From an optimization exercise on the open Yosys and OpenROAD flow, aimed at small area; shortcuts taken in it are not production practice.
In this exercise RTL edits were held to simulation tests only and were not proved equivalent to the original.
Power and IR drop assume default switching activity. The flow treats the clock pin as an ideal source, which a real chip does not have.

$ cat flow/constraint.sdc
create_clock -name core_clock -period 14.0 [get_ports {CLK}]
set_input_delay 2.8000 -clock core_clock [delete_from_list [all_inputs] [get_ports {CLK}]]
set_output_delay 2.8000 -clock core_clock [all_outputs]
set_load 0.01 [all_outputs]
$ cat flow/run.sh
#!/bin/bash
# synth_recipe.tcl (not shown) runs the flow's synth.tcl, then flattens the netlist and writes it again
# the make line also repeats each setting of config.mk as NAME=value (left out here)
make -C /OpenROAD-flow-scripts/flow DESIGN_CONFIG=/design/flow/config.mk WORK_HOME=/design/flow/orfs CLKGATE_MAP_FILE= SYNTH_SCRIPT=/design/flow/synth_recipe.tcl finish
$ cat flow/config.mk
export PLATFORM = sky130hd
export DESIGN_NAME = dcache_top
export DESIGN_NICKNAME = dcache_top
export VERILOG_FILES = /design/flow/design.v
export SDC_FILE = /design/flow/constraint.sdc
export NUM_CORES = 4
export LEC_CHECK = 0
export CAP_MARGIN = 20
export CORE_MARGIN = 2
export CORE_UTILIZATION = 25
export PLACE_DENSITY = 0.4
export SETUP_SLACK_MARGIN = 0.2
export SLEW_MARGIN = 20
$ cat flow/design.v
package dcache_pkg;
  typedef logic [31:0] word_t;
  typedef enum logic [2:0] {IDLE, WB, FETCH, FLUSH, HITCNT, FLUSHED} dcache_state_t;
endpackage
module lru_rank_set (
  input  logic       CLK,
  input  logic       upd,
  input  logic [1:0] upd_way,
  output logic [5:0] pairs
);
  logic [3:0] t;
  assign t = 4'b0001 << upd_way;
  always_ff @(posedge CLK) begin
    if (upd && (t[0] | t[1])) pairs[0] <= t[0];
    if (upd && (t[0] | t[2])) pairs[1] <= t[0];
    if (upd && (t[0] | t[3])) pairs[2] <= t[0];
    if (upd && (t[1] | t[2])) pairs[3] <= t[1];
    if (upd && (t[1] | t[3])) pairs[4] <= t[1];
    if (upd && (t[2] | t[3])) pairs[5] <= t[2];
  end
endmodule
module dcache_assoc #(
  parameter int    CPUID       = 0,
  parameter int    NSETS       = 8,
  parameter int    NWAYS       = 4,
  parameter int    BLKWORDS    = 2,
  parameter logic [31:0] HITCNT_ADDR = 32'h3100
) (
  input  logic  CLK,
  input  logic  nRST,
  input  logic  halt,
  input  logic  dmemREN,
  input  logic  dmemWEN,
  input  logic [31:0] dmemaddr,
  input  logic [31:0] dmemstore,
  output logic  dhit,
  output logic [31:0] dmemload,
  output logic  flushed,
  output logic  dREN,
  output logic  dWEN,
  output logic [31:0] daddr,
  output logic [31:0] dstore,
  input  logic  dwait,
  input  logic [31:0] dload
);
  if (NSETS != 8 || NWAYS != 4 || BLKWORDS != 2 || CPUID < 0 || HITCNT_ADDR[2:0] != 3'b000)
  begin : g_bad_cfg
    $error("dcache_assoc: unsupported configuration");
  end
  dcache_pkg::dcache_state_t state_q;
  logic       wcnt_q;             
  logic [4:0] cnt_q;              
  dcache_pkg::word_t hitcnt;
  logic [7:0][3:0] valid;         
  logic [3:0]      dirty [8];     
  logic [25:0]     tags  [32];      
  dcache_pkg::word_t data [64];     
  logic [7:0][5:0] lru;
  logic [25:0] rtag;
  logic [2:0]  ridx;
  logic        rblk;
  logic        req, idle, fetch, wb, flush, hcst;
  logic [2:0]  a_set;
  logic [1:0]  a_way, hway, vic;
  logic        a_word;
  logic [3:0]  hv, sv, sd;
  logic [25:0] st [4];
  logic [5:0]  sl;
  logic        hit, miss, vic_dirty, line_dirty;
  logic        fill_we, fill_done, hit_wr, dhit_c, xfer_last;
  logic [25:0] a_tag;
  dcache_pkg::word_t rdata, wdata;
  assign rtag  = dmemaddr[31:6];
  assign ridx  = dmemaddr[5:3];
  assign rblk  = dmemaddr[2];
  assign req   = dmemREN | dmemWEN;
  assign idle  = state_q == dcache_pkg::IDLE;
  assign wb    = state_q == dcache_pkg::WB;
  assign fetch = state_q == dcache_pkg::FETCH;
  assign flush = state_q == dcache_pkg::FLUSH;
  assign hcst  = state_q == dcache_pkg::HITCNT;
  assign a_set  = (flush | hcst) ? cnt_q[4:2] : ridx;
  assign a_way  = idle ? hway : cnt_q[1:0];
  assign a_word = idle ? rblk : wcnt_q;
  assign sv = valid[a_set];
  assign sd = dirty[a_set];
  assign sl = lru[a_set];
  logic [7:0]  set_oh;
  logic [31:0] line_oh;
  logic [63:0] word_oh;
  assign set_oh = 8'd1 << a_set;
  always_comb begin
    for (int l = 0; l < 32; l++) line_oh[l] = set_oh[l / 4] & (a_way == 2'(l % 4));
    for (int i = 0; i < 64; i++) word_oh[i] = line_oh[i / 2] & (a_word == 1'(i % 2));
  end
  always_comb
    for (int w = 0; w < 4; w++) begin
      st[w] = '0;
      for (int s = 0; s < 8; s++) st[w] |= {26{set_oh[s]}} & tags[s * 4 + w];
    end
  always_comb begin
    for (int w = 0; w < 4; w++) hv[w] = sv[w] && st[w] == rtag;
    hit  = |hv;
    hway = {hv[3] | hv[2], hv[3] | hv[1]};
  end
  always_comb begin
    if (!sv[3]) vic = {sv[1], (sv[0] & ~sv[1]) | sv[2]};
    else if (!sl[0] && !sl[1] && !sl[2]) vic = 2'd0;
    else if ( sl[0] && !sl[3] && !sl[4]) vic = 2'd1;
    else if ( sl[1] &&  sl[3] && !sl[5]) vic = 2'd2;
    else                                 vic = 2'd3;
  end
  assign vic_dirty  = sd[vic] & sv[vic];
  assign line_dirty = sd[a_way] & sv[a_way];
  assign dhit_c    = idle & req & hit & ~halt;
  assign miss      = idle & req & ~hit & ~halt;
  assign hit_wr    = dhit_c & dmemWEN;
  assign fill_we   = fetch & ~dwait;
  assign fill_done = fill_we & wcnt_q;
  assign xfer_last = ~dwait & wcnt_q;
  always_comb begin
    rdata = '0;
    for (int i = 0; i < 64; i++) rdata |= {32{word_oh[i]}} & data[i];
  end
  assign a_tag = st[a_way];
  assign wdata = fetch ? dload : dmemstore;
  always_ff @(posedge CLK) begin
    for (int i = 0; i < 64; i++)
      if ((hit_wr | fill_we) && word_oh[i]) data[i] <= wdata;
    for (int l = 0; l < 32; l++)
      if (fill_done && line_oh[l]) tags[l] <= rtag;
    if (hit_wr | fill_done) dirty[a_set][a_way] <= hit_wr;
  end
  for (genvar s = 0; s < 8; s++) begin : g_lru
    lru_rank_set u_lru (
      .CLK    (CLK),
      .upd    (dhit_c && ridx == 3'(s)),
      .upd_way(hway),
      .pairs  (lru[s])
    );
  end
  always_ff @(posedge CLK) begin
    if (idle) cnt_q <= halt ? 5'd0 : {3'd0, vic};
    else if (flush && (!line_dirty || xfer_last)) cnt_q <= cnt_q + 5'd1;
  end
  always_ff @(posedge CLK, negedge nRST) begin
    if (!nRST) begin
      state_q <= dcache_pkg::IDLE;
      wcnt_q  <= 1'b0;
      hitcnt  <= '0;
      valid   <= '0;
    end else begin
      if (dhit_c && hitcnt != '1) hitcnt <= hitcnt + 32'd1;
      if (fill_done) valid[a_set][a_way] <= 1'b1;
      case (state_q)
        dcache_pkg::IDLE: begin
          if (halt)      state_q <= dcache_pkg::FLUSH;
          else if (miss) state_q <= vic_dirty ? dcache_pkg::WB : dcache_pkg::FETCH;
        end
        dcache_pkg::WB: begin
          if (!dwait) wcnt_q <= ~wcnt_q;
          if (xfer_last) state_q <= dcache_pkg::FETCH;
        end
        dcache_pkg::FETCH: begin
          if (!dwait) wcnt_q <= ~wcnt_q;
          if (xfer_last) state_q <= dcache_pkg::IDLE;
        end
        dcache_pkg::FLUSH: begin
          if (line_dirty && !dwait) wcnt_q <= ~wcnt_q;
          if ((!line_dirty || xfer_last) && cnt_q == 5'd31) state_q <= dcache_pkg::HITCNT;
        end
        dcache_pkg::HITCNT: if (!dwait) state_q <= dcache_pkg::FLUSHED;
        dcache_pkg::FLUSHED: ;
        default: state_q <= dcache_pkg::IDLE;
      endcase
    end
  end
  assign dhit     = dhit_c;
  assign dmemload = rdata;
  assign flushed  = state_q == dcache_pkg::FLUSHED;
  assign dREN     = fetch;
  assign dWEN     = wb | hcst | (flush & line_dirty);
  assign daddr    = hcst  ? HITCNT_ADDR
                  : fetch ? {rtag, ridx, wcnt_q, 2'b00}
                  :         {a_tag, a_set, wcnt_q, 2'b00};
  assign dstore   = hcst ? hitcnt : rdata;
endmodule
module dcache_top (
  input  logic        CLK,
  input  logic        nRST,
  input  logic        halt,
  input  logic        dmemREN,
  input  logic        dmemWEN,
  input  logic [31:0] dmemaddr,
  input  logic [31:0] dmemstore,
  output logic        dhit,
  output logic [31:0] dmemload,
  output logic        flushed,
  output logic        dREN,
  output logic        dWEN,
  output logic [31:0] daddr,
  output logic [31:0] dstore,
  input  logic        dwait,
  input  logic [31:0] dload
);
  dcache_assoc #(
    .CPUID      (0),
    .NSETS      (8),
    .NWAYS      (4),
    .BLKWORDS   (2),
    .HITCNT_ADDR(32'h3100)
  ) u_dcache (
    .CLK      (CLK),
    .nRST     (nRST),
    .halt     (halt),
    .dmemREN  (dmemREN),
    .dmemWEN  (dmemWEN),
    .dmemaddr (dmemaddr),
    .dmemstore(dmemstore),
    .dhit     (dhit),
    .dmemload (dmemload),
    .flushed  (flushed),
    .dREN     (dREN),
    .dWEN     (dWEN),
    .daddr    (daddr),
    .dstore   (dstore),
    .dwait    (dwait),
    .dload    (dload)
  );
endmodule
==> flow_summary_export.csv, run 1 <==
group,metric,value,unit
timing,grt_setup_unrepaired,"false",
timing,maxSlewViolCount,0,
clock_tree,clock_latency_late_sink,0.99,ns
power_and_ir_drop,max-vdd-ir-drop,383,uV
power_and_ir_drop,p_int,21.5,mW
logic_synthesis,synth-edff-count,2965,
finish,postLayoutCellArea,147000,um^2
critical_path,cp.required,11.20,ns
critical_path,timing.setup.critical_path_class,"in -> out",
finish,final_cell_count_no_fill,14859,
timing,tightest_slew,1.24,ns
floorplanning,design.die.area,475000,um^2
timing,finalSetupTns,0,ns
floorplanning,io_pins,202,
power_and_ir_drop,power_density,240,nW/um^2
clock_tree,worst_setup_hold_path_clk_slew,0.06,ns
grt,grt_start_max_net_pins,69,
grt,grtUsageTotal,0.229,
power_and_ir_drop,p_total,35.3,mW
power_and_ir_drop,share_seq_of_total_power,0.317,
power_and_ir_drop,power_switching,13.8,mW
status,status,"timing/DRC/antenna clean",
logic_synthesis,synth.largest_area_cell,"sky130_fd_sc_hd__edfxtp_1",
logic_synthesis,top_reg_cell_synth,"sky130_fd_sc_hd__edfxtp_1",
logic_synthesis,yosys_warnings,5,
logic_synthesis,post_synth_cell_types,103,
route,route.final.wire_length,564,mm
logic_synthesis,post_synth.cell_area_avg,16.1,um^2
critical_path,setup.worst_path.start_class,"primary input",
critical_path,cpPeakStageDelay,0.61,ns
power_and_ir_drop,switching_share,0.391,
grt,via_count_of_the_first_global_routing_pass,75851,
logic_synthesis,yosysMostFrequentCell,"sky130_fd_sc_hd__edfxtp_1",
finish,num-nets-final,8488,
clock_tree,tritoncts,"yes",
power_and_ir_drop,clockPowerShare,0.250,
timing,finalSetupViolCount,0,
floorplanning,initial_utilization,0.251,
route,drc,0,
finish,layout_area_growth_over_synthesis,25.3,%
route,vias,80461,
clock_tree,ctsHtreeMaxLevel,5,
route,average_wire_per_standard_cell,37.9,um
place,placement.cell_area,136000,um^2
finish,final_util,0.315,
logic_synthesis,async_flop_share,0.0224,
timing,max_freq,0.0727,GHz
power_and_ir_drop,p_leak,48.2,nW
floorplanning,die_width,689,um
timing,skew,0.0830,ns
place,placed_cells_incl_taps,14214,
grt,first_pass_grt_wire_length,733,mm
critical_path,critPathBufInv,14,
route,detail_route.iter0.violations,12620,
clock_tree,cts_hold_repair.buffers,0,
place,io_buffer_count,197,
place,place.detailed.hpwl,350,mm
logic_synthesis,ys_seq_area_frac,0.773,
timing,timing.final.ws_setup,0.242,ns
clock_tree,cts_num_sinks,3033,
critical_path,arrival,10.96,ns
timing,report.final.hold_viol_count,0,
hold_path,class_of_the_tightest_hold_or_removal_check,"reg -> reg",
floorplanning,std_cell_rows,251,
logic_synthesis,synth_cells,7292,
route,route.detailed.vias_per_inst,5.41,
clock_tree,ctsLongestPathBuffers,4,
place,gp_congestion,0.862,
clock_tree,cts_root_buffer,"sky130_fd_sc_hd__clkbuf_16",
clock_tree,cts_buffer_count,334,
floorplanning,core_area,468000,um^2
logic_synthesis,synth_top_cells_by_area,"sky130_fd_sc_hd__edfxtp_1 76%, sky130_fd_sc_hd__a22oi_1 4.2%, sky130_fd_sc_hd__nand2_1 1.9%, sky130_fd_sc_hd__dfrtp_1 1.4%, sky130_fd_sc_hd__a221oi_1 1.2%",
critical_path,crit_family,"buffers and inverters",
power_and_ir_drop,power_frac_comb,0.433,
critical_path,worst_setup_slack_for_register_to_register_paths,4.41,ns
logic_synthesis,netlist_area,117000,um^2
timing,timing.final.crit_share,0.983,
place,preCtsSetupSlack,-0.340,ns
floorplanning,die-height,689,um
timing,worst_slew_margin_rel,0.171,
route,postRouteAntennaNets,0,
critical_path,crit_fanout,26,
run,drv.max_cap_violation_count,0,
grt,number_of_antenna_violations_at_the_first_check_in_global_routing,46,
logic_synthesis,synth_top_area_frac,0.758,
route,detailedRoute.firstPassIterationCount,6,
finish,drive_gt1_frac,0.220,
grt,overflow,0,
logic_synthesis,synth.ff_latch_count,3033,
critical_path,timing.critical_path.to_type,"output pin",
critical_path,critical-path-slowest-cell,"sky130_fd_sc_hd__or4_4",
timing,worst_hold_check_slack,0.448,ns
logic_synthesis,synth.top_cells.by_count,"2965 x sky130_fd_sc_hd__edfxtp_1, 649 x sky130_fd_sc_hd__a22oi_1, 598 x sky130_fd_sc_hd__nand2_1",
timing,fin_crit,13.76,ns
==> layout make-up <==
type / count / area, um^2
Fill cell: 45743 / 320000
Sequential cell: 3033 / 90700
Multi-Input combinational cell: 3733 / 25900
Timing Repair Buffer: 1237 / 11900
Clock buffer: 417 / 8840
Tap cell: 6198 / 7750
Clock inverter: 191 / 1800
Inverter: 34 / 138
Antenna cell: 16 / 40.0
==> power by group through the flow <==
stage,sequential [mW],clock (mW),combinational [mW]
3_5_place_dp,11.4,0,14.9
5_1_grt,11.2,9.25,15.8
4_1_cts,11.2,8.91,15.1
6_report,11.2,8.81,15.3
2_1_floorplan,11.4,0,5.82
3_3_place_gp,11.4,0,14.9
==> sequential cells by signal (all words and copies together) (netlist names) <==
register	count
u_dcache.data	2048
u_dcache.tags	832
u_dcache.g_lru.u_lru.pairs	48
u_dcache.dirty	32
u_dcache.hitcnt	32
u_dcache.valid	32
u_dcache.cnt_q	5
u_dcache.state_q	3
u_dcache.wcnt_q	1
==> worst paths after layout <==
path	startpoint	cells after the start	to
setup / recovery	dmemaddr[4]	33	dstore[18]
hold / removal	u_dcache.valid[6]$_DFFE_PN0P_	1	u_dcache.valid[6]$_DFFE_PN0P_
setup reg to reg	u_dcache.state_q[0]$_DFFE_PN0P_	21	u_dcache.data[48][5]$_DFFE_PP_
hold reg to reg	u_dcache.valid[6]$_DFFE_PN0P_	1	u_dcache.valid[6]$_DFFE_PN0P_
max in group asynchronous	nRST	1	u_dcache.wcnt_q$_DFFE_PN0P_
min in group asynchronous	nRST	1	u_dcache.hitcnt[31]$_DFFE_PN0P_
==> layout by cell type (no fill, tap or decap), types with 25 or more instances in the layout <==
cell,netlist,final
sky130_fd_sc_hd__a221oi_1,159,154
sky130_fd_sc_hd__nand3_1,218,215
sky130_fd_sc_hd__a32oi_1,35,35
sky130_fd_sc_hd__dfrtp_1,68,68
sky130_fd_sc_hd__mux2i_1,70,69
sky130_fd_sc_hd__buf_4,39,862
sky130_fd_sc_hd__nand4_1,188,188
sky130_fd_sc_hd__a21o_1,34,34
sky130_fd_sc_hd__a311oi_1,35,34
sky130_fd_sc_hd__xor2_1,39,39
sky130_fd_sc_hd__a31oi_1,26,26
sky130_fd_sc_hd__mux2_2,75,75
sky130_fd_sc_hd__xnor2_1,74,73
sky130_fd_sc_hd__a21oi_1,190,190
sky130_fd_sc_hd__inv_1,28,27
sky130_fd_sc_hd__clkinv_1,3,72
sky130_fd_sc_hd__nor4_1,58,48
sky130_fd_sc_hd__clkbuf_16,0,342
sky130_fd_sc_hd__edfxtp_1,2965,2965
sky130_fd_sc_hd__a22oi_1,649,647
sky130_fd_sc_hd__a222oi_1,70,70
sky130_fd_sc_hd__clkbuf_1,264,73
sky130_fd_sc_hd__nand2_1,598,555
sky130_fd_sc_hd__a22o_1,114,114
sky130_fd_sc_hd__o21ai_0,87,86
sky130_fd_sc_hd__nor3_1,108,42
sky130_fd_sc_hd__clkdlybuf4s50_1,0,174
sky130_fd_sc_hd__nor3_2,2,67
sky130_fd_sc_hd__and3_1,144,144
sky130_fd_sc_hd__nand2_2,2,25
sky130_fd_sc_hd__nor2_1,267,174
sky130_fd_sc_hd__a211oi_1,144,140
sky130_fd_sc_hd__clkinv_2,0,61
sky130_fd_sc_hd__nor2_4,1,94
sky130_fd_sc_hd__bufinv_16,0,26
sky130_fd_sc_hd__buf_12,0,170
==> timing repair <==
item / 4_1_cts / 5_1_grt
endpoints found under the hold margin: 0 / 0
setup buffers: 8 / 11
endpoints found under the setup margin: 38 / 28
gates resized for setup: 17 / 21
pin swaps: 5 / 7
cloned: 0 / 2
==> routing by layer <==
layer  vias to the layer above  track usage  share of wire
met4                         6       0.0863          0.043
li1                      31898            -              -
met3                       912       0.0389          0.084
met5                         -            0       0.000064
met1                     43060        0.314           0.42
met2                      4585        0.364           0.46
==> kinds of logic (layout without fill, tap and decap cells) <==
| group | count (synthesis) | in the layout | share of synthesized area |
|---|---|---|---|
| xor+xnor | 113 | 113 | 0.00843 |
| other cells | 1 | 18 | 0.0000319 |
| mux | 146 | 146 | 0.0133 |
| buf+inv | 527 | 1879 | 0.0199 |
| simple gates | 1720 | 1720 | 0.0713 |
| flops | 3033 | 3033 | 0.773 |
| fa+ha+maj | 13 | 13 | 0.00139 |
| compound gates | 1739 | 1739 | 0.113 |
==> run 2: changes to the inputs <==
--- a/flow/design.v
+++ b/flow/design.v
@@ -6,17 +6,8 @@
   input  logic       CLK,
   input  logic       upd,
-  input  logic [1:0] upd_way,
+  input  logic [5:0] d,
   output logic [5:0] pairs
 );
-  logic [3:0] t;
-  assign t = 4'b0001 << upd_way;
-  always_ff @(posedge CLK) begin
-    if (upd && (t[0] | t[1])) pairs[0] <= t[0];
-    if (upd && (t[0] | t[2])) pairs[1] <= t[0];
-    if (upd && (t[0] | t[3])) pairs[2] <= t[0];
-    if (upd && (t[1] | t[2])) pairs[3] <= t[1];
-    if (upd && (t[1] | t[3])) pairs[4] <= t[1];
-    if (upd && (t[2] | t[3])) pairs[5] <= t[2];
-  end
+  always_ff @(posedge CLK) if (upd) pairs <= d;
 endmodule
 module dcache_assoc #(
@@ -44,5 +35,5 @@
   input  logic [31:0] dload
 );
-  if (NSETS != 8 || NWAYS != 4 || BLKWORDS != 2 || CPUID < 0 || HITCNT_ADDR[2:0] != 3'b000)
+  if (NSETS != 8 || NWAYS != 4 || BLKWORDS != 2 || CPUID < 0 || HITCNT_ADDR[5:0] != 6'd0)
   begin : g_bad_cfg
     $error("dcache_assoc: unsupported configuration");
@@ -87,16 +78,24 @@
   assign sl = lru[a_set];
   logic [7:0]  set_oh;
+  logic [3:0]  way_oh;
+  logic [15:0] sw_oh;
   logic [31:0] line_oh;
   logic [63:0] word_oh;
-  assign set_oh = 8'd1 << a_set;
-  always_comb begin
-    for (int l = 0; l < 32; l++) line_oh[l] = set_oh[l / 4] & (a_way == 2'(l % 4));
+  assign set_oh = hcst ? 8'd0 : 8'd1 << a_set;
+  assign way_oh = idle ? hv : 4'd1 << cnt_q[1:0];
+  always_comb begin
+    for (int i = 0; i < 16; i++) sw_oh[i] = set_oh[i / 2] & (a_word == 1'(i % 2));
+    for (int l = 0; l < 32; l++) line_oh[l] = set_oh[l / 4] & way_oh[l % 4];
     for (int i = 0; i < 64; i++) word_oh[i] = line_oh[i / 2] & (a_word == 1'(i % 2));
   end
-  always_comb
-    for (int w = 0; w < 4; w++) begin
-      st[w] = '0;
-      for (int s = 0; s < 8; s++) st[w] |= {26{set_oh[s]}} & tags[s * 4 + w];
+  for (genvar w = 0; w < 4; w++) begin : g_tsel
+    for (genvar b = 0; b < 26; b++) begin : g_bit
+      logic [7:0] tb;
+      for (genvar k = 0; k < 8; k++) begin : g_t
+        assign tb[k] = tags[4 * k + w][b];
+      end
+      dc_sel8 u_s (.d(tb), .s(set_oh), .y(st[w][b]));
     end
+  end
   always_comb begin
     for (int w = 0; w < 4; w++) hv[w] = sv[w] && st[w] == rtag;
@@ -119,7 +118,16 @@
   assign fill_done = fill_we & wcnt_q;
   assign xfer_last = ~dwait & wcnt_q;
-  always_comb begin
-    rdata = '0;
-    for (int i = 0; i < 64; i++) rdata |= {32{word_oh[i]}} & data[i];
+  for (genvar b = 0; b < 32; b++) begin : g_rd
+    logic [7:0] h;
+    for (genvar w = 0; w < 4; w++) begin : g_w
+      logic [15:0] db;
+      for (genvar i = 0; i < 16; i++) begin : g_d
+        assign db[i] = data[(i / 2) * 8 + w * 2 + i % 2][b];
+      end
+      dc_sel16 u_s (.d(db), .s(sw_oh), .y(h[2 * w +: 2]));
+    end
+    dc_sel9 u_w (.d({hitcnt[b], h}),
+                 .s({hcst, {2{way_oh[3]}}, {2{way_oh[2]}}, {2{way_oh[1]}}, {2{way_oh[0]}}}),
+                 .y(rdata[b]));
   end
   assign a_tag = st[a_way];
@@ -132,10 +140,19 @@
     if (hit_wr | fill_done) dirty[a_set][a_way] <= hit_wr;
   end
+  logic [5:0] lru_n;
+  always_comb begin
+    case (hway)
+      2'd0:    lru_n = {sl[5], sl[4], sl[3], 3'b111};
+      2'd1:    lru_n = {sl[5], 2'b11, sl[2], sl[1], 1'b0};
+      2'd2:    lru_n = {1'b1, sl[4], 1'b0, sl[2], 1'b0, sl[0]};
+      default: lru_n = {2'b00, sl[3], 1'b0, sl[1], sl[0]};
+    endcase
+  end
   for (genvar s = 0; s < 8; s++) begin : g_lru
     lru_rank_set u_lru (
-      .CLK    (CLK),
-      .upd    (dhit_c && ridx == 3'(s)),
-      .upd_way(hway),
-      .pairs  (lru[s])
+      .CLK  (CLK),
+      .upd  (dhit_c && set_oh[s]),
+      .d    (lru_n),
+      .pairs(lru[s])
     );
   end
@@ -181,8 +198,47 @@
   assign dREN     = fetch;
   assign dWEN     = wb | hcst | (flush & line_dirty);
-  assign daddr    = hcst  ? HITCNT_ADDR
-                  : fetch ? {rtag, ridx, wcnt_q, 2'b00}
-                  :         {a_tag, a_set, wcnt_q, 2'b00};
-  assign dstore   = hcst ? hitcnt : rdata;
+  assign daddr    = fetch ? {rtag, ridx, wcnt_q, 2'b00}
+                  :         {a_tag | (hcst ? HITCNT_ADDR[31:6] : 26'd0), a_set, wcnt_q, 2'b00};
+  assign dstore   = rdata;
+endmodule
+module dc_sel8 (input logic [7:0] d, input logic [7:0] s, output logic y);
+  logic [3:0] l;
+  dc_aoi222 u_a0 (.a(d[0]), .b(s[0]), .c(d[1]), .d(s[1]), .e(d[2]), .f(s[2]), .y(l[0]));
+  dc_aoi222 u_a1 (.a(d[3]), .b(s[3]), .c(d[4]), .d(s[4]), .e(d[5]), .f(s[5]), .y(l[1]));
+  dc_nand2  u_n0 (.a(d[6]), .b(s[6]), .y(l[2]));
+  dc_nand2  u_n1 (.a(d[7]), .b(s[7]), .y(l[3]));
+  dc_nand4  u_o  (.a(l[0]), .b(l[1]), .c(l[2]), .d(l[3]), .y(y));
+endmodule
+module dc_sel9 (input logic [8:0] d, input logic [8:0] s, output logic y);
+  logic [2:0] l;
+  for (genvar k = 0; k < 3; k++) begin : g_a
+    dc_aoi222 u_a (.a(d[3 * k]),     .b(s[3 * k]),
+                   .c(d[3 * k + 1]), .d(s[3 * k + 1]),
+                   .e(d[3 * k + 2]), .f(s[3 * k + 2]), .y(l[k]));
+  end
+  dc_nand3 u_o (.a(l[0]), .b(l[1]), .c(l[2]), .y(y));
+endmodule
+module dc_sel16 (input logic [15:0] d, input logic [15:0] s, output logic [1:0] y);
+  logic [5:0] l;
+  for (genvar k = 0; k < 5; k++) begin : g_a
+    dc_aoi222 u_a (.a(d[3 * k]),     .b(s[3 * k]),
+                   .c(d[3 * k + 1]), .d(s[3 * k + 1]),
+                   .e(d[3 * k + 2]), .f(s[3 * k + 2]), .y(l[k]));
+  end
+  dc_nand2 u_n (.a(d[15]), .b(s[15]), .y(l[5]));
+  dc_nand3 u_h0 (.a(l[0]), .b(l[1]), .c(l[2]), .y(y[0]));
+  dc_nand3 u_h1 (.a(l[3]), .b(l[4]), .c(l[5]), .y(y[1]));
+endmodule
+module dc_aoi222 (input logic a, b, c, d, e, f, output logic y);
+  assign y = ~((a & b) | (c & d) | (e & f));
+endmodule
+module dc_nand2 (input logic a, b, output logic y);
+  assign y = ~(a & b);
+endmodule
+module dc_nand3 (input logic a, b, c, output logic y);
+  assign y = ~(a & b & c);
+endmodule
+module dc_nand4 (input logic a, b, c, d, output logic y);
+  assign y = ~(a & b & c & d);
 endmodule
 module dcache_top (
==> flow/flow/run.sh (new file) <==
#!/bin/bash
# Layout flow: the standard flow (standard.sh, ORFS from synthesis to the
# final layout) with two changes to how buffers are chosen:
#  - clock tree: clusters of up to 30 flip-flops within 100 um per leaf
#    buffer, clkbuf_16 buffers only, and no dummy loads;
#  - port buffers: buf_1 cells (every input and output port still gets one).
# The full output of the flow goes to flow.log in this folder; ORFS keeps each
# step's own log under orfs/logs/.
set -euo pipefail
cd "$(dirname "$0")/.."
export CTS_ARGS="-sink_clustering_enable -repair_clock_nets -sink_clustering_size 30 -sink_clustering_max_diameter 100 -buf_list sky130_fd_sc_hd__clkbuf_16 -dont_use_dummy_load"
export BUFFER_PORTS_ARGS="-buffer_cell sky130_fd_sc_hd__buf_1"
bash standard.sh finish > flow.log 2>&1
==> flow/standard.sh (new file) <==
#!/bin/bash
# synth_recipe.tcl (not shown) runs the flow's synth.tcl, then flattens the netlist and writes it again
# the make line also repeats each setting of config.mk as NAME=value (left out here)
make -C /OpenROAD-flow-scripts/flow DESIGN_CONFIG=/design/flow/config.mk WORK_HOME=/design/flow/orfs CLKGATE_MAP_FILE= SYNTH_SCRIPT=/design/flow/synth_recipe.tcl "${@:-finish}"
--- a/flow/config.mk
+++ b/flow/config.mk
@@ -8,6 +8,7 @@
 export CAP_MARGIN = 20
 export CORE_MARGIN = 2
-export CORE_UTILIZATION = 25
-export PLACE_DENSITY = 0.4
+export CORE_UTILIZATION = 55
+export PLACE_DENSITY = 0.65
 export SETUP_SLACK_MARGIN = 0.2
 export SLEW_MARGIN = 20
+export SYNTH_HIERARCHICAL = 1
removed: flow/run.sh
==> flow_summary_export.csv, run 2 <==
group,metric,value,unit
clock_tree,cts_buffer_count,112,
finish,layout.cells.most_common,"sky130_fd_sc_hd__edfxtp_1",
clock_tree,tritoncts,"yes",
grt,via_count_of_the_first_global_routing_pass,58580,
place,placement.cell_area,117000,um^2
timing,maxSlewViolCount,0,
grt,grt_start_max_net_pins,129,
logic_synthesis,ys_seq_area_frac,0.823,
finish,layout_common_cells,"2965 x sky130_fd_sc_hd__edfxtp_1, 970 x sky130_fd_sc_hd__a222oi_1, 543 x sky130_fd_sc_hd__nand2_1",
critical_path,setup.worst_path.start_class,"flop",
finish,drive_gt1_frac,0.0919,
grt,first_pass_grt_wire_length,427,mm
critical_path,worstReg2RegStart,"u_dcache.state_q[2]$_DFFE_PN0P_",
finish,largest_register_ff_count,2048,
floorplanning,initial_utilization,0.553,
timing,fin_crit,13.17,ns
logic_synthesis,synth.largest_area_cell,"sky130_fd_sc_hd__edfxtp_1",
logic_synthesis,synth.top_cells.by_count,"2965 x sky130_fd_sc_hd__edfxtp_1, 970 x sky130_fd_sc_hd__a222oi_1, 577 x sky130_fd_sc_hd__nand2_1",
route,route.final.wire_length,305,mm
route,route.detailed.vias_per_inst,7.03,
logic_synthesis,synth.ff_latch_count,3033,
clock_tree,ctsHtreeMaxLevel,3,
critical_path,timing.critical_path.to_type,"output pin",
critical_path,r2r_cells,23,
critical_path,crit_fanout,50,
hold_path,hold_path.startpoint,"u_dcache.valid[7]$_DFFE_PN0P_",
grt,grtUsageTotal,0.290,
critical_path,worst_setup_path_startpoint,"u_dcache.state_q[2]$_DFFE_PN0P_",
power_and_ir_drop,p_total,14.7,mW
power_and_ir_drop,p_leak,36.9,nW
floorplanning,die-height,452,um
clock_tree,cts_post_setup_buffers_inserted,0,
finish,num-nets-final,6447,
clock_tree,clock_latency_late_sink,0.83,ns
timing,report.final.hold_viol_count,0,
timing,worst_hold_check_slack,0.454,ns
critical_path,arrival,10.37,ns
hold_path,class_of_the_tightest_hold_or_removal_check,"reg -> reg",
logic_synthesis,synth_top_area_frac,0.807,
clock_tree,cts_num_sinks,3033,
power_and_ir_drop,max-vdd-ir-drop,125,uV
timing,finalSetupViolCount,0,
timing,grt_setup_unrepaired,"false",
timing,skew,0.0994,ns
clock_tree,cts_repair_resize_count,0,
finish,largest_register,"u_dcache.data",
logic_synthesis,synth_top_cells_by_area,"sky130_fd_sc_hd__edfxtp_1 81%, sky130_fd_sc_hd__a222oi_1 8.8%, sky130_fd_sc_hd__nand2_1 2.0%, sky130_fd_sc_hd__dfrtp_1 1.5%, sky130_fd_sc_hd__nand3_1 1.5%",
timing,timing.final.ws_setup,0.828,ns
clock_tree,worst_setup_hold_path_clk_slew,0.11,ns
status,status,"timing/DRC/antenna clean",
logic_synthesis,synth_cells,5886,
timing,worst_slew_margin_rel,0.0872,
place,gp_congestion,0.895,
finish,reg_top3,"u_dcache.data x2048, u_dcache.tags x832, u_dcache.g_lru.u_lru.pairs x48",
floorplanning,design.die.area,204000,um^2
place,preCtsSetupSlack,1.25,ns
logic_synthesis,synth-edff-count,2965,
grt,number_of_antenna_violations_at_the_first_check_in_global_routing,11,
route,postRouteAntennaNets,0,
finish,postLayoutCellArea,120000,um^2
route,detail_route.iter0.violations,12910,
finish,layout_area_growth_over_synthesis,8.61,%
timing,tightest_slew,1.37,ns
critical_path,timing.setup.critical_path_class,"reg -> out",
timing,timing.final.crit_share,0.941,
timing,max_freq,0.0759,GHz
logic_synthesis,yosys_warnings,13,
clock_tree,ctsLongestPathBuffers,3,
logic_synthesis,post_synth.cell_area_avg,18.7,um^2
place,io_buffer_count,197,
logic_synthesis,netlist_area,110000,um^2
logic_synthesis,async_flop_share,0.0224,
power_and_ir_drop,power_density,122,nW/um^2
floorplanning,die_width,452,um
clock_tree,cts_root_buffer,"sky130_fd_sc_hd__clkbuf_16",
logic_synthesis,top_reg_cell_synth,"sky130_fd_sc_hd__edfxtp_1",
floorplanning,io_pins,202,
hold_path,hold_depth,2,
timing,finalSetupTns,0,ns
route,drc,0,
logic_synthesis,post_synth_cell_types,86,
floorplanning,core_area,199000,um^2
run,drv.max_cap_violation_count,0,
route,vias,63202,
critical_path,cp.required,11.20,ns
logic_synthesis,yosysMostFrequentCell,"sky130_fd_sc_hd__edfxtp_1",
clock_tree,cts_hold_repair.buffers,0,
route,detailedRoute.firstPassIterationCount,15,
route,average_wire_per_standard_cell,33.9,um
floorplanning,std_cell_rows,164,
place,place.detailed.hpwl,172,mm
grt,overflow,0,
## run 2: cell types whose count changed after synthesis, sizes merged, moves of 141 or more
cell,delta
a211oi,-141
a222oi,+900
a21oi,-148
a22oi,-650
buf,-173
a221oi,-160
clkbuf,-198
## run 2: path summary, 6_finish.rpt
path	to	slack (ns)
min in group asynchronous	u_dcache.hitcnt[17]$_DFFE_PN0P_	2.14
worst min-delay path	u_dcache.valid[7]$_DFFE_PN0P_	0.45
worst min register to register	u_dcache.valid[7]$_DFFE_PN0P_	0.45
worst max register to register	u_dcache.data[11][6]$_DFFE_PP_	3.34
max in group asynchronous	u_dcache.valid[10]$_DFFE_PN0P_	11.17
worst max-delay path	daddr[19]	0.83
## run 2: metal layers
layer | global-route usage | share of wire | vias up | wire, um
li1 | - | - | 26367 | -
met1 | 0.409 | 0.37 | 32604 | 114000
met2 | 0.474 | 0.49 | 3813 | 148000
met3 | 0.0337 | 0.099 | 416 | 30100
met4 | 0.103 | 0.041 | 2 | 12600
met5 | 0 | 0.000023 | - | 7
## run 2: kinds of logic (layout without fill, tap and decap cells)
group / after synthesis / count (layout) / share of synthesized area
fa+ha+maj: 20 / 20 / 0.00225
simple gates: 1349 / 1349 / 0.0550
other cells: 1 / 6 / 0.0000340
mux: 27 / 27 / 0.00248
flops: 3033 / 3033 / 0.823
compound gates: 1153 / 1153 / 0.0995
buf+inv: 162 / 599 / 0.00693
xor+xnor: 141 / 141 / 0.0112
## run 2: critical path, stage by stage (launching register included)
cell                       delay, ns
sky130_fd_sc_hd__dfrtp_1        0.58
sky130_fd_sc_hd__or3b_1         0.90
sky130_fd_sc_hd__inv_2          0.58
sky130_fd_sc_hd__nor3_4         0.64
sky130_fd_sc_hd__nor2_2         0.09
sky130_fd_sc_hd__clkinv_2       0.07
sky130_fd_sc_hd__buf_4          0.31
sky130_fd_sc_hd__ha_1           0.39
sky130_fd_sc_hd__nand3_2        0.15
sky130_fd_sc_hd__inv_4          0.65
sky130_fd_sc_hd__buf_4          0.45
sky130_fd_sc_hd__a222oi_1       0.15
sky130_fd_sc_hd__nand4_1        0.26
sky130_fd_sc_hd__xor2_1         0.10
sky130_fd_sc_hd__nor4_1         0.29
sky130_fd_sc_hd__nand3_1        0.37
sky130_fd_sc_hd__a211oi_1       0.74
sky130_fd_sc_hd__o31ai_2        0.23
sky130_fd_sc_hd__ha_1           0.60
sky130_fd_sc_hd__a222oi_1       1.19
sky130_fd_sc_hd__nand2_1        0.19
sky130_fd_sc_hd__o21ai_0        0.21
sky130_fd_sc_hd__a21oi_1        0.11
sky130_fd_sc_hd__buf_1          0.17
## run 2: report_power, final
| part | internal [mW] | switching (mW) |
|---|---|---|
| Combinational | 0.187 | 0.582 |
| Sequential | 9.94 | 0.000363 |
| Clock | 1.44 | 2.50 |
| Total | 11.6 | 3.08 |
## run 2: per-module statistics from Yosys (local to each module, per instance), a selection
module / cell area (um^2) / times used / flip-flops and latches / cells
dc_nand2: 3.75 / 336 / 0 / 1
lru_rank_set: 180 / 8 / 6 / 6
dc_aoi222: 10.0 / 944 / 0 / 1
dc_nand4: 6.26 / 104 / 0 / 1
dc_nand3: 5.00 / 288 / 0 / 1
## run 2: per-stage QoR
stage | util | cells
2_1_floorplan | - | 5887
6_report | 0.601 | 8984
3_5_place_dp | 0.585 | 8857
4_1_cts | 0.600 | 8969
3_3_place_gp | 0.584 | 8845
5_1_grt | 0.601 | 8983
## run 2: final cells by class
cell class	count	area, um^2
Tap cell	2656	3320
Antenna cell	4	10.0
Clock buffer	112	2800
Multi-Input combinational cell	2692	19700
Sequential cell	3033	90700
Inverter	40	173
Fill cell	14481	79700
Timing Repair Buffer	447	3090
==> run 3: changes to the inputs <==
--- a/flow/design.v
+++ b/flow/design.v
@@ -1,5 +1,5 @@
 package dcache_pkg;
   typedef logic [31:0] word_t;
-  typedef enum logic [2:0] {IDLE, WB, FETCH, FLUSH, HITCNT, FLUSHED} dcache_state_t;
+  typedef enum logic [2:0] {IDLE, WB, FETCH, FLUSH, HITCNT, FLUSHED, TAGW} dcache_state_t;
 endpackage
 module lru_rank_set (
@@ -45,5 +45,5 @@
   logic [7:0][3:0] valid;         
   logic [3:0]      dirty [8];     
-  logic [25:0]     tags  [32];      
+  logic [25:0]     tring [4][8];   
   dcache_pkg::word_t data [64];     
   logic [7:0][5:0] lru;
@@ -51,5 +51,7 @@
   logic [2:0]  ridx;
   logic        rblk;
-  logic        req, idle, fetch, wb, flush, hcst;
+  logic        req, idle, fetch, wb, flush, hcst, tagw;
+  logic [2:0]  phase, tplace;
+  logic        aligned, tag_we;
   logic [2:0]  a_set;
   logic [1:0]  a_way, hway, vic;
@@ -71,16 +73,19 @@
   assign flush = state_q == dcache_pkg::FLUSH;
   assign hcst  = state_q == dcache_pkg::HITCNT;
+  assign tagw  = state_q == dcache_pkg::TAGW;
   assign a_set  = (flush | hcst) ? cnt_q[4:2] : ridx;
   assign a_way  = idle ? hway : cnt_q[1:0];
   assign a_word = idle ? rblk : wcnt_q;
+  assign tplace = a_set + phase;
   assign sv = valid[a_set];
   assign sd = dirty[a_set];
   assign sl = lru[a_set];
-  logic [7:0]  set_oh;
+  logic [7:0]  set_oh, tplace_oh;
   logic [3:0]  way_oh;
   logic [15:0] sw_oh;
   logic [31:0] line_oh;
   logic [63:0] word_oh;
-  assign set_oh = hcst ? 8'd0 : 8'd1 << a_set;
+  assign set_oh    = hcst ? 8'd0 : 8'd1 << a_set;
+  assign tplace_oh = hcst ? 8'd0 : 8'd1 << tplace;
   assign way_oh = idle ? hv : 4'd1 << cnt_q[1:0];
   always_comb begin
@@ -93,7 +98,7 @@
       logic [7:0] tb;
       for (genvar k = 0; k < 8; k++) begin : g_t
-        assign tb[k] = tags[4 * k + w][b];
+        assign tb[k] = tring[w][k][b];
       end
-      dc_sel8 u_s (.d(tb), .s(set_oh), .y(st[w][b]));
+      dc_sel8 u_s (.d(tb), .s(tplace_oh), .y(st[w][b]));
     end
   end
@@ -136,8 +141,13 @@
     for (int i = 0; i < 64; i++)
       if ((hit_wr | fill_we) && word_oh[i]) data[i] <= wdata;
-    for (int l = 0; l < 32; l++)
-      if (fill_done && line_oh[l]) tags[l] <= rtag;
     if (hit_wr | fill_done) dirty[a_set][a_way] <= hit_wr;
   end
+  assign aligned = tplace == 3'd7;
+  assign tag_we  = aligned & (fill_done | tagw);
+  always_ff @(posedge CLK)
+    for (int w = 0; w < 4; w++) begin
+      for (int p = 1; p < 8; p++) tring[w][p] <= tring[w][p - 1];
+      tring[w][0] <= (tag_we && cnt_q[1:0] == 2'(w)) ? rtag : tring[w][7];
+    end
   logic [5:0] lru_n;
   always_comb begin
@@ -167,7 +177,9 @@
       hitcnt  <= '0;
       valid   <= '0;
+      phase   <= '0;
     end else begin
+      phase <= phase + 3'd1;
       if (dhit_c && hitcnt != '1) hitcnt <= hitcnt + 32'd1;
-      if (fill_done) valid[a_set][a_way] <= 1'b1;
+      if (tag_we) valid[a_set][a_way] <= 1'b1;
       case (state_q)
         dcache_pkg::IDLE: begin
@@ -181,6 +193,7 @@
         dcache_pkg::FETCH: begin
           if (!dwait) wcnt_q <= ~wcnt_q;
-          if (xfer_last) state_q <= dcache_pkg::IDLE;
-        end
+          if (xfer_last) state_q <= aligned ? dcache_pkg::IDLE : dcache_pkg::TAGW;
+        end
+        dcache_pkg::TAGW: if (aligned) state_q <= dcache_pkg::IDLE;
         dcache_pkg::FLUSH: begin
           if (line_dirty && !dwait) wcnt_q <= ~wcnt_q;
==> flow_summary_export.csv, run 3 <==
group,metric,value,unit
run,drv.max_cap_violation_count,0,
grt,via_count_of_the_first_global_routing_pass,59573,
critical_path,cpPeakStageDelay,0.65,ns
status,status,"timing/DRC/antenna clean",
timing,maxSlewViolCount,0,
power_and_ir_drop,power_frac_comb,0.382,
timing,fin_crit,13.60,ns
logic_synthesis,synth.largest_area_cell,"sky130_fd_sc_hd__edfxtp_1",
floorplanning,io_pins,202,
place,io_buffer_count,197,
timing,max_freq,0.0735,GHz
critical_path,setup.worst_path.start_class,"primary input",
grt,number_of_antenna_violations_at_the_first_check_in_global_routing,7,
logic_synthesis,post_synth_cell_types,81,
clock_tree,clock_latency_late_sink,0.81,ns
finish,largest_register,"u_dcache.data",
critical_path,timing.critical_path.to_type,"output pin",
floorplanning,die-height,438,um
grt,first_pass_grt_wire_length,419,mm
clock_tree,ctsHtreeMaxLevel,3,
critical_path,timing.setup.critical_path_class,"in -> out",
route,route.final.wire_length,293,mm
timing,tightest_slew,1.24,ns
route,route.detailed.vias_per_inst,6.98,
hold_path,class_of_the_tightest_hold_or_removal_check,"reg -> reg",
logic_synthesis,yosys_warnings,13,
finish,reg_top3,"u_dcache.data x2048, u_dcache.tring x832, u_dcache.g_lru.u_lru.pairs x48",
logic_synthesis,top_reg_cell_synth,"sky130_fd_sc_hd__edfxtp_1",
grt,overflow,0,
logic_synthesis,synth_top_area_frac,0.618,
power_and_ir_drop,power_switching,9.36,mW
timing,skew,0.0749,ns
floorplanning,core_area,188000,um^2
power_and_ir_drop,max-vdd-ir-drop,272,uV
clock_tree,cts_buffer_count,114,
logic_synthesis,synth.top_cells.by_count,"2133 x sky130_fd_sc_hd__edfxtp_1, 970 x sky130_fd_sc_hd__a222oi_1, 832 x sky130_fd_sc_hd__dfxtp_1",
power_and_ir_drop,power_density,210,nW/um^2
power_and_ir_drop,share_seq_of_total_power,0.451,
power_and_ir_drop,clockPowerShare,0.168,
floorplanning,std_cell_rows,159,
critical_path,cp.required,11.20,ns
logic_synthesis,synth_top_cells_by_area,"sky130_fd_sc_hd__edfxtp_1 62%, sky130_fd_sc_hd__dfxtp_1 16%, sky130_fd_sc_hd__a222oi_1 9.4%, sky130_fd_sc_hd__nand2_1 2.0%, sky130_fd_sc_hd__dfrtp_1 1.7%",
finish,final_cell_count_no_fill,8910,
critical_path,crit_fanout,34,
timing,worst_slew_margin_rel,0.170,
place,placed_cells_incl_taps,8789,
power_and_ir_drop,p_int,14.4,mW
clock_tree,tritoncts,"yes",
logic_synthesis,post_synth.cell_area_avg,17.3,um^2
floorplanning,die_width,438,um
route,drc,0,
route,vias,62227,
finish,drive_gt1_frac,0.102,
clock_tree,cts_repair_resize_count,0,
floorplanning,initial_utilization,0.553,
finish,layout.cells.most_common,"sky130_fd_sc_hd__edfxtp_1",
route,detailedRoute.firstPassIterationCount,15,
timing,grt_setup_unrepaired,"false",
finish,layout_area_growth_over_synthesis,8.82,%
logic_synthesis,synth_cells,5983,
logic_synthesis,synth-edff-count,2133,
clock_tree,worst_setup_hold_path_clk_slew,0.11,ns
finish,layout_common_cells,"2133 x sky130_fd_sc_hd__edfxtp_1, 970 x sky130_fd_sc_hd__a222oi_1, 832 x sky130_fd_sc_hd__dfxtp_1",
place,place.detailed.hpwl,171,mm
clock_tree,ctsLongestPathBuffers,3,
route,average_wire_per_standard_cell,32.9,um
critical_path,most_common_cell_type_on_the_critical_path,"sky130_fd_sc_hd__xnor2_1",
clock_tree,cts_hold_repair.buffers,0,
finish,num-nets-final,6541,
logic_synthesis,yosysMostFrequentCell,"sky130_fd_sc_hd__edfxtp_1",
timing,finalSetupViolCount,0,
floorplanning,design.die.area,192000,um^2
critical_path,arrival,10.80,ns
route,detail_route.iter0.violations,12515,
clock_tree,cts_num_sinks,3036,
grt,grt_start_max_net_pins,99,
timing,report.final.hold_viol_count,0,
logic_synthesis,ys_seq_area_frac,0.795,
clock_tree,cts_root_buffer,"sky130_fd_sc_hd__clkbuf_16",
timing,finalSetupTns,0,ns
place,gp_congestion,0.885,
power_and_ir_drop,switching_share,0.394,
power_and_ir_drop,p_leak,37.4,nW
critical_path,critical-path-slowest-cell,"sky130_fd_sc_hd__xnor2_1",
logic_synthesis,async_flop_share,0.0234,
route,postRouteAntennaNets,0,
logic_synthesis,netlist_area,104000,um^2
finish,largest_register_ff_count,2048,
grt,grtUsageTotal,0.299,
timing,timing.final.crit_share,0.972,
logic_synthesis,synth.ff_latch_count,3036,
## run 3: metrics by stage
stage	area (um^2)	setup WS [ns]	hold slack (ns)	power [mW]	util
after floorplan	104000	0.729	0.330	15.7	-
after global placement	110000	0.804	0.332	19.6	0.585
after detailed placement	110000	0.633	0.335	19.7	0.586
after CTS	113000	0.633	0.291	23.6	0.601
after global routing	113000	0.261	0.293	24.4	0.601
final	113000	0.396	0.289	23.7	0.602
## run 3: final timing paths
kind                                                  from  slack [ns]  cells after the start                              end
max in group asynchronous                             nRST       11.40                      1  u_dcache.hitcnt[22]$_DFFE_PN0P_
setup reg to reg           u_dcache.state_q[2]$_DFFE_PN0P_        3.27                     23   u_dcache.data[11][6]$_DFFE_PP_
hold reg to reg             u_dcache.tring[25][16]$_DFF_P_        0.29                      0   u_dcache.tring[26][16]$_DFF_P_
hold / removal              u_dcache.tring[25][16]$_DFF_P_        0.29                      0   u_dcache.tring[26][16]$_DFF_P_
setup / recovery                               dmemaddr[3]        0.40                     29                         daddr[7]
min in group asynchronous                             nRST        2.05                      1      u_dcache.phase[2]$_DFF_PN0_
## run 3: per-layer routing
layer	routed length, um	GRT usage
met5	11	0.000744
met4	10400	0.0999
met3	32400	0.0477
met2	138000	0.476
met1	113000	0.424
## run 3: final cells by class
class                           instances  area, um^2
Multi-Input combinational cell       2785       21200
Clock buffer                          114        2850
Fill cell                           13767       74800
Sequential cell                      3036       82500
Tap cell                             2495        3120
Antenna cell                            2        5.00
Timing Repair Buffer                  458        3150
Inverter                               20        75.1
## run 3: power groups by stage
stage	combinational, mW	sequential (mW)	clock [mW]
CTS	8.87	10.7	4.01
global route	9.39	10.7	4.30
global placement	8.75	10.9	0
detailed placement	8.84	10.9	0
finish	9.05	10.7	3.98
floorplan	4.77	10.9	0
## run 3: Yosys stat by module, one instance, submodules excluded, a selection
module        times used  flip-flops and latches
dc_nand4             104                       0
dc_aoi222            944                       0
dc_nand3             288                       0
lru_rank_set           8                       6
dc_nand2             336                       0
## run 3: timing repair
| action | CTS | global route |
|---|---|---|
| setup endpoints to repair | 0 | 17 |
| buffers inserted | 0 | 2 |
| hold endpoints to repair | 0 | 0 |
## run 3: logic make-up (layout without fill, tap and decap cells)
family	Yosys count	after routing	synth area share
AOI/OAI and AO/OA	1155	1155	0.107
xor gates and xnor gates	144	144	0.0123
adders and majority gates	25	25	0.00306
buffers and inverters	163	592	0.00848
DFF	3036	3036	0.795
muxes	136	136	0.0145
other	1	4	0.0000362
and+or+nand+nor	1323	1323	0.0588
## run 3: worst max-delay path, delay by kind of cell
family,cells,cell delay (ns)
buffers and inverters,8,1.66
AO/OA/AOI/OAI,5,1.09
adder cells (fa/ha/maj),3,0.95
XOR/XNOR,3,1.17
AND/OR/NAND/NOR,10,3.06
==> run 4: changes to the inputs <==
--- a/flow/design.v
+++ b/flow/design.v
@@ -43,5 +43,5 @@
   logic [4:0] cnt_q;              
   dcache_pkg::word_t hitcnt;
-  logic [7:0][3:0] valid;         
+  logic [3:0][7:0] vring;         
   logic [3:0]      dirty [8];     
   logic [25:0]     tring [4][8];   
@@ -78,5 +78,4 @@
   assign a_word = idle ? rblk : wcnt_q;
   assign tplace = a_set + phase;
-  assign sv = valid[a_set];
   assign sd = dirty[a_set];
   assign sl = lru[a_set];
@@ -88,4 +87,5 @@
   assign set_oh    = hcst ? 8'd0 : 8'd1 << a_set;
   assign tplace_oh = hcst ? 8'd0 : 8'd1 << tplace;
+  always_comb for (int w = 0; w < 4; w++) sv[w] = |(vring[w] & tplace_oh);
   assign way_oh = idle ? hv : 4'd1 << cnt_q[1:0];
   always_comb begin
@@ -176,10 +176,11 @@
       wcnt_q  <= 1'b0;
       hitcnt  <= '0;
-      valid   <= '0;
+      vring   <= '0;
       phase   <= '0;
     end else begin
       phase <= phase + 3'd1;
       if (dhit_c && hitcnt != '1) hitcnt <= hitcnt + 32'd1;
-      if (tag_we) valid[a_set][a_way] <= 1'b1;
+      for (int w = 0; w < 4; w++)
+        vring[w] <= {vring[w][6:0], vring[w][7] | (tag_we && cnt_q[1:0] == 2'(w))};
       case (state_q)
         dcache_pkg::IDLE: begin
==> flow_summary_export.csv, run 4 <==
group,metric,value,unit
route,drc,0,
logic_synthesis,synth_top_area_frac,0.621,
timing,grt_setup_unrepaired,"false",
route,detail_route.iter0.violations,11923,
critical_path,arrival,10.54,ns
hold_path,hold_depth,0,
clock_tree,tritoncts,"yes",
logic_synthesis,synth-edff-count,2133,
timing,finalSetupViolCount,0,
critical_path,worstSetupPathDepth,27,
finish,largest_register,"u_dcache.data",
critical_path,timing.setup.critical_path_class,"in -> out",
timing,skew,0.0883,ns
clock_tree,cts_root_buffer,"sky130_fd_sc_hd__clkbuf_16",
timing,worst_slew_margin_rel,0.140,
floorplanning,io_pins,202,
logic_synthesis,post_synth_cell_types,78,
grt,via_count_of_the_first_global_routing_pass,58357,
route,vias,60620,
power_and_ir_drop,power_density,212,nW/um^2
finish,layout_common_cells,"2133 x sky130_fd_sc_hd__edfxtp_1, 944 x sky130_fd_sc_hd__a222oi_1, 832 x sky130_fd_sc_hd__dfxtp_1",
grt,overflow,0,
clock_tree,cts_num_sinks,3036,
logic_synthesis,top_reg_cell_synth,"sky130_fd_sc_hd__edfxtp_1",
clock_tree,cts_post_setup_buffers_inserted,0,
critical_path,worstReg2RegStart,"u_dcache.state_q[2]$_DFFE_PN0P_",
route,postRouteAntennaNets,0,
timing,report.final.hold_viol_count,0,
critical_path,most_common_cell_type_on_the_critical_path,"sky130_fd_sc_hd__nand4_1",
floorplanning,std_cell_rows,158,
logic_synthesis,post_synth.cell_area_avg,17.4,um^2
route,detailedRoute.firstPassIterationCount,15,
critical_path,cpPeakStageDelay,0.60,ns
logic_synthesis,synth.ff_latch_count,3036,
finish,largest_register_ff_count,2048,
timing,timing.final.crit_share,0.953,
route,route.final.wire_length,278,mm
power_and_ir_drop,p_leak,36.7,nW
finish,postLayoutCellArea,112000,um^2
floorplanning,initial_utilization,0.555,
logic_synthesis,synth_top_cells_by_area,"sky130_fd_sc_hd__edfxtp_1 62%, sky130_fd_sc_hd__dfxtp_1 16%, sky130_fd_sc_hd__a222oi_1 9.2%, sky130_fd_sc_hd__nand2_1 1.9%, sky130_fd_sc_hd__nand3_1 1.7%",
critical_path,timing.critical_path.to_type,"output pin",
finish,num-nets-final,6453,
timing,finalSetupTns,0,ns
critical_path,worst_setup_path_startpoint,"dmemaddr[3]",
logic_synthesis,synth.top_cells.by_count,"2133 x sky130_fd_sc_hd__edfxtp_1, 944 x sky130_fd_sc_hd__a222oi_1, 832 x sky130_fd_sc_hd__dfxtp_1",
place,gp_congestion,0.839,
run,drv.max_cap_violation_count,0,
critical_path,crit_family,"simple AND/OR/NAND/NOR gates",
place,place.detailed.hpwl,159,mm
timing,tightest_slew,1.29,ns
clock_tree,ctsLongestPathBuffers,3,
logic_synthesis,yosys_warnings,13,
route,route.detailed.vias_per_inst,6.87,
floorplanning,core_area,186000,um^2
critical_path,setup.worst_path.start_class,"primary input",
timing,maxSlewViolCount,0,
grt,grt_start_max_net_pins,129,
finish,drive_gt1_frac,0.0973,
finish,layout_area_growth_over_synthesis,8.64,%
status,status,"timing/DRC/antenna clean",
critical_path,critPathBufInv,5,
place,placement.cell_area,109000,um^2
clock_tree,ctsHtreeMaxLevel,3,
hold_path,class_of_the_tightest_hold_or_removal_check,"reg -> reg",
floorplanning,die-height,437,um
clock_tree,clock_latency_late_sink,0.82,ns
place,io_buffer_count,197,
logic_synthesis,async_flop_share,0.0234,
critical_path,crit_fanout,35,
hold_path,hold_path.startpoint,"u_dcache.tring[27][9]$_DFF_P_",
route,average_wire_per_standard_cell,31.5,um
grt,first_pass_grt_wire_length,401,mm
clock_tree,worst_setup_hold_path_clk_slew,0.10,ns
floorplanning,design.die.area,191000,um^2
finish,layout.cells.most_common,"sky130_fd_sc_hd__edfxtp_1",
critical_path,critical-path-slowest-cell,"sky130_fd_sc_hd__nor2_4",
power_and_ir_drop,max-vdd-ir-drop,251,uV
clock_tree,cts_buffer_count,112,
timing,fin_crit,13.34,ns
grt,grtUsageTotal,0.284,
critical_path,r2r_cells,23,
logic_synthesis,yosysMostFrequentCell,"sky130_fd_sc_hd__edfxtp_1",
floorplanning,die_width,437,um
finish,reg_top3,"u_dcache.data x2048, u_dcache.tring x832, u_dcache.g_lru.u_lru.pairs x48",
logic_synthesis,netlist_area,103000,um^2
timing,max_freq,0.0750,GHz
critical_path,cp.required,11.20,ns
grt,number_of_antenna_violations_at_the_first_check_in_global_routing,7,
logic_synthesis,synth_cells,5926,
logic_synthesis,synth.largest_area_cell,"sky130_fd_sc_hd__edfxtp_1",
logic_synthesis,ys_seq_area_frac,0.800,
==> run 4: cell count changes after synthesis, moves of 16 or more <==
cell	before	now
sky130_fd_sc_hd__mux2i_1	19	42
sky130_fd_sc_hd__a211oi_1	4	47
sky130_fd_sc_hd__a222oi_1	970	944
sky130_fd_sc_hd__nand2_1	544	528
sky130_fd_sc_hd__nor2b_1	5	26
sky130_fd_sc_hd__o211a_1	23	1
sky130_fd_sc_hd__a21o_1	55	30
==> run 4: worst paths after layout <==
kind | slack (ns) | to
setup / recovery | 0.66 | dWEN
hold / removal | 0.28 | u_dcache.tring[28][9]$_DFF_P_
setup reg to reg | 3.82 | u_dcache.data[45][5]$_DFFE_PP_
hold reg to reg | 0.28 | u_dcache.tring[28][9]$_DFF_P_
max in group asynchronous | 11.18 | u_dcache.hitcnt[0]$_DFFE_PN0P_
min in group asynchronous | 2.12 | u_dcache.wcnt_q$_DFFE_PN0P_
==> run 4: per-module statistics from Yosys (local to each module, per instance), excerpt <==
module / flops+latches / cell area, um^2 / cells inside / copies in the design
dc_aoi222: 0 / 10.0 / 1 / 944
lru_rank_set: 6 / 180 / 6 / 8
dc_nand3: 0 / 5.00 / 1 / 288
dc_nand4: 0 / 6.26 / 1 / 104
dc_nand2: 0 / 3.75 / 1 / 336
==> run 4: area by class of cell <==
type	count	area, um^2
sequential	3036	82500
fill	13791	73800
multi-input combinational	2737	20700
tap	2480	3100
timing repair buffer	434	2910
clock buffer	112	2800
inverter	21	80.1
antenna	3	7.51
==> run 4: cells by family after synthesis <==
| group | count (synthesis) | share of synthesized area |
|---|---|---|
| flops | 3036 | 0.800 |
| simple gates | 1300 | 0.0577 |
| compound gates | 1129 | 0.105 |
| mux | 156 | 0.0167 |
| buf+inv | 154 | 0.00791 |
| xor+xnor | 141 | 0.0120 |
| fa+ha+maj | 9 | 0.00116 |
| other cells | 1 | 0.0000364 |
==> run 4: stage by stage <==
stage	cells	utilization	setup slack, ns	hold slack (ns)	power, mW
2_1_floorplan	5927	-	0.215	0.330	16.2
3_3_place_gp	8702	0.588	0.736	0.332	19.8
3_5_place_dp	8708	0.588	0.597	0.335	19.9
4_1_cts	8820	0.603	0.575	0.276	23.7
5_1_grt	8823	0.603	0.445	0.280	24.5
6_report	8823	0.603	0.661	0.283	23.7
==> run 4: routing by layer <==
metal  track usage  part of all wire
met4        0.0821             0.029
met1         0.401              0.39
met2         0.466              0.48
met5             0          0.000047
met3        0.0364             0.097
==> run 4: repair_timing <==
item                       in CTS  in global routing
hold endpoints to repair        0                  0
setup endpoints to repair       0                  3
hold buffers                    0                  0
gates resized for setup         0                  2
==> run 4: power by group <==
| group | total [mW] | leakage [nW] | switching, mW | internal (mW) |
|---|---|---|---|---|
| sequential | 11.6 | 27.1 | 0.397 | 11.2 |
| combinational | 8.19 | 8.23 | 6.00 | 2.19 |
| clock | 3.91 | 1.38 | 2.48 | 1.44 |
==> run 5: changes to the inputs <==
--- a/flow/config.mk
+++ b/flow/config.mk
@@ -8,6 +8,6 @@
 export CAP_MARGIN = 20
 export CORE_MARGIN = 2
-export CORE_UTILIZATION = 55
-export PLACE_DENSITY = 0.65
+export CORE_UTILIZATION = 65
+export PLACE_DENSITY = 0.75
 export SETUP_SLACK_MARGIN = 0.2
 export SLEW_MARGIN = 20
==> flow_summary_export.csv, run 5 <==
group,metric,value,unit
logic_synthesis,netlist_area,103000,um^2
place,gp_congestion,0.874,
finish,layout.cells.most_common,"sky130_fd_sc_hd__edfxtp_1",
timing,fin_crit,13.51,ns
floorplanning,die_width,402,um
logic_synthesis,ys_seq_area_frac,0.800,
clock_tree,clock_latency_late_sink,0.78,ns
floorplanning,core_area,158000,um^2
timing,worst_slew_margin_rel,0.127,
floorplanning,io_pins,202,
critical_path,timing.critical_path.to_type,"output pin",
route,detailedRoute.firstPassIterationCount,14,
logic_synthesis,synth.largest_area_cell,"sky130_fd_sc_hd__edfxtp_1",
place,io_buffer_count,197,
timing,skew,0.0893,ns
timing,max_freq,0.0740,GHz
hold_path,class_of_the_tightest_hold_or_removal_check,"reg -> reg",
grt,overflow,0,
finish,final_cell_count_no_fill,8362,
finish,largest_register_ff_count,2048,
timing,timing.final.crit_share,0.965,
power_and_ir_drop,power_density,211,nW/um^2
finish,largest_register,"u_dcache.data",
logic_synthesis,yosysMostFrequentCell,"sky130_fd_sc_hd__edfxtp_1",
clock_tree,ctsLongestPathBuffers,3,
power_and_ir_drop,p_leak,36.5,nW
finish,seq_area,82500,um^2
grt,number_of_antenna_violations_at_the_first_check_in_global_routing,6,
route,route.detailed.vias_per_inst,7.38,
clock_tree,cts_buffer_count,112,
logic_synthesis,async_flop_share,0.0234,
finish,layout_common_cells,"2133 x sky130_fd_sc_hd__edfxtp_1, 944 x sky130_fd_sc_hd__a222oi_1, 832 x sky130_fd_sc_hd__dfxtp_1",
critical_path,arrival,10.71,ns
power_and_ir_drop,p_total,23.5,mW
logic_synthesis,yosys_warnings,13,
timing,finalSetupViolCount,0,
floorplanning,initial_utilization,0.653,
timing,finalSetupTns,0,ns
finish,n_fill_cell,9781,
critical_path,crit_family,"simple AND/OR/NAND/NOR gates",
power_and_ir_drop,max-vdd-ir-drop,356,uV
floorplanning,std_cell_rows,146,
grt,grtUsageTotal,0.329,
timing,timing.final.ws_setup,0.487,ns
critical_path,cpPeakStageDelay,0.88,ns
logic_synthesis,synth-edff-count,2133,
finish,reg_top3,"u_dcache.data x2048, u_dcache.tring x832, u_dcache.g_lru.u_lru.pairs x48",
run,drv.max_cap_violation_count,0,
logic_synthesis,post_synth_cell_types,78,
clock_tree,tritoncts,"yes",
grt,grt_start_max_net_pins,129,
clock_tree,worst_setup_hold_path_clk_slew,0.10,ns
timing,grt_setup_unrepaired,"false",
finish,multi_input_comb_area,20800,um^2
timing,tightest_slew,1.31,ns
critical_path,cp.required,11.20,ns
logic_synthesis,top_reg_cell_synth,"sky130_fd_sc_hd__edfxtp_1",
clock_tree,ctsHtreeMaxLevel,3,
critical_path,critPathBufInv,8,
place,preCtsSetupSlack,0.806,ns
critical_path,crit_fanout,66,
floorplanning,design.die.area,162000,um^2
place,place.detailed.hpwl,155,mm
clock_tree,cts_post_setup_buffers_inserted,0,
clock_tree,cts_root_buffer,"sky130_fd_sc_hd__clkbuf_16",
logic_synthesis,synth_cells,5926,
route,drc,0,
grt,first_pass_grt_wire_length,393,mm
logic_synthesis,synth.top_cells.by_count,"2133 x sky130_fd_sc_hd__edfxtp_1, 944 x sky130_fd_sc_hd__a222oi_1, 832 x sky130_fd_sc_hd__dfxtp_1",
route,vias,61699,
route,detail_route.iter0.violations,13832,
finish,layout_area_growth_over_synthesis,7.87,%
place,placed_cells_incl_taps,8243,
logic_synthesis,post_synth.cell_area_avg,17.4,um^2
floorplanning,die-height,402,um
route,route.final.wire_length,272,mm
timing,worst_hold_check_slack,0.296,ns
timing,maxSlewViolCount,0,
grt,via_count_of_the_first_global_routing_pass,58568,
clock_tree,cts_num_sinks,3036,
finish,num-nets-final,6400,
timing,report.final.hold_viol_count,0,
logic_synthesis,synth.ff_latch_count,3036,
critical_path,critical-path-slowest-cell,"sky130_fd_sc_hd__nor4_1",
critical_path,timing.setup.critical_path_class,"in -> out",
logic_synthesis,synth_top_cells_by_area,"sky130_fd_sc_hd__edfxtp_1 62%, sky130_fd_sc_hd__dfxtp_1 16%, sky130_fd_sc_hd__a222oi_1 9.2%, sky130_fd_sc_hd__nand2_1 1.9%, sky130_fd_sc_hd__nand3_1 1.7%",
finish,drive_gt1_frac,0.0895,
route,postRouteAntennaNets,0,
route,average_wire_per_standard_cell,32.6,um
critical_path,setup.worst_path.start_class,"primary input",
logic_synthesis,synth_top_area_frac,0.621,
status,status,"timing/DRC/antenna clean",
-- run 5: cell counts after synthesis --
Identical to the previous run, type by type.
-- run 5: stage by stage --
step | area [um^2] | utilization
finish | 111000 | 0.704
CTS | 111000 | 0.703
floorplan | 103000 | -
detailed placement | 108000 | 0.685
global placement | 108000 | 0.685
global route | 111000 | 0.704
-- run 5: per-module statistics from Yosys, one instance, submodules excluded, a selection --
module	flip-flops and latches	cell area, um^2	cells inside	times used
dc_aoi222	0	10.0	1	944
dc_nand4	0	6.26	1	104
dc_nand2	0	3.75	1	336
lru_rank_set	6	180	6	8
dc_nand3	0	5.00	1	288
-- run 5: logic make-up (layout without fill, tap and decap cells) --
group / Yosys count / in the layout / share of synthesized area
flip-flops: 3036 / 3036 / 0.800
AND/OR/NAND/NOR: 1300 / 1300 / 0.0577
multiplexers: 156 / 156 / 0.0167
buffers and inverters: 154 / 514 / 0.00791
adder cells (fa/ha/maj): 9 / 9 / 0.00116
XOR/XNOR: 141 / 141 / 0.0120
AO/OA/AOI/OAI: 1129 / 1129 / 0.105
other: 1 / 5 / 0.0000364
-- run 5: final timing paths --
path	startpoint	end	slack, ns	depth (start not counted)
setup reg to reg	u_dcache.state_q[2]$_DFFE_PN0P_	u_dcache.data[35][8]$_DFFE_PP_	2.34	26
max in group asynchronous	nRST	u_dcache.hitcnt[18]$_DFFE_PN0P_	11.21	1
hold / removal	u_dcache.tring[20][14]$_DFF_P_	u_dcache.tring[21][14]$_DFF_P_	0.30	0
setup / recovery	dmemaddr[3]	dstore[27]	0.49	27
min in group asynchronous	nRST	u_dcache.phase[0]$_DFF_PN0_	2.15	1
hold reg to reg	u_dcache.tring[20][14]$_DFF_P_	u_dcache.tring[21][14]$_DFF_P_	0.30	0
-- run 5: where the power goes --
group          internal (mW)  total, mW  switching [mW]
logic                   2.10       7.96            5.86
registers               11.2       11.6           0.409
clock network           1.44       3.89            2.45
total                   14.8       23.5            8.72
-- run 5: area by class of cell --
class                   instances  share of cell area
flip-flops and latches       3036               0.741
multi-input cells            2737               0.187
clock buffers                 112              0.0252
well taps                    2072              0.0233
repair buffers                381              0.0224
inverters                      21            0.000753
diodes                          3           0.0000675
-- run 5: worst register-to-register path, cell delays in order (launching register included) --
cell and delay, ns:
sky130_fd_sc_hd__dfrtp_1 0.84, sky130_fd_sc_hd__or3b_1 0.73, sky130_fd_sc_hd__inv_4 0.57, sky130_fd_sc_hd__nor3b_1 0.18, sky130_fd_sc_hd__nor2_4 0.46, sky130_fd_sc_hd__inv_2 0.11, sky130_fd_sc_hd__fa_1 0.49, sky130_fd_sc_hd__xor2_1 0.19
sky130_fd_sc_hd__nand3_1 0.39, sky130_fd_sc_hd__nand2_1 0.38, sky130_fd_sc_hd__nor2_4 0.85, sky130_fd_sc_hd__buf_4 0.34, sky130_fd_sc_hd__buf_4 0.20, sky130_fd_sc_hd__a222oi_1 0.08, sky130_fd_sc_hd__nand4_1 0.16, sky130_fd_sc_hd__xor2_1 0.10
sky130_fd_sc_hd__nor4_1 0.88, sky130_fd_sc_hd__nand3_1 0.15, sky130_fd_sc_hd__nor4_1 0.52, sky130_fd_sc_hd__buf_4 0.25, sky130_fd_sc_hd__o41ai_4 0.20, sky130_fd_sc_hd__nand4_1 0.28, sky130_fd_sc_hd__nand3_1 0.22, sky130_fd_sc_hd__o21ai_1 0.43
sky130_fd_sc_hd__nand2b_1 0.81, sky130_fd_sc_hd__nor2_4 1.17, sky130_fd_sc_hd__buf_4 0.37
-- run 5: metal layers --
metal,up-vias,GRT usage,wire [um]
li1,25568,-,-
met1,30891,0.503,103000
met2,4818,0.483,120000
met3,416,0.0663,40000
met4,6,0.106,8730
met5,-,0,46
-- run 5: timing repair --
action                     CTS  global route
setup endpoints to repair    0            39
gates resized for setup      0             3
hold buffers                 0             0

Setup slack of run 5, layout unchanged: 0.487 ns with ideal ports, 0.453 ns with driving cells assumed (clock clkbuf_16, inputs buf_2), 0.453 ns with port delays also shifted by the 0.843 ns mid clock arrival.
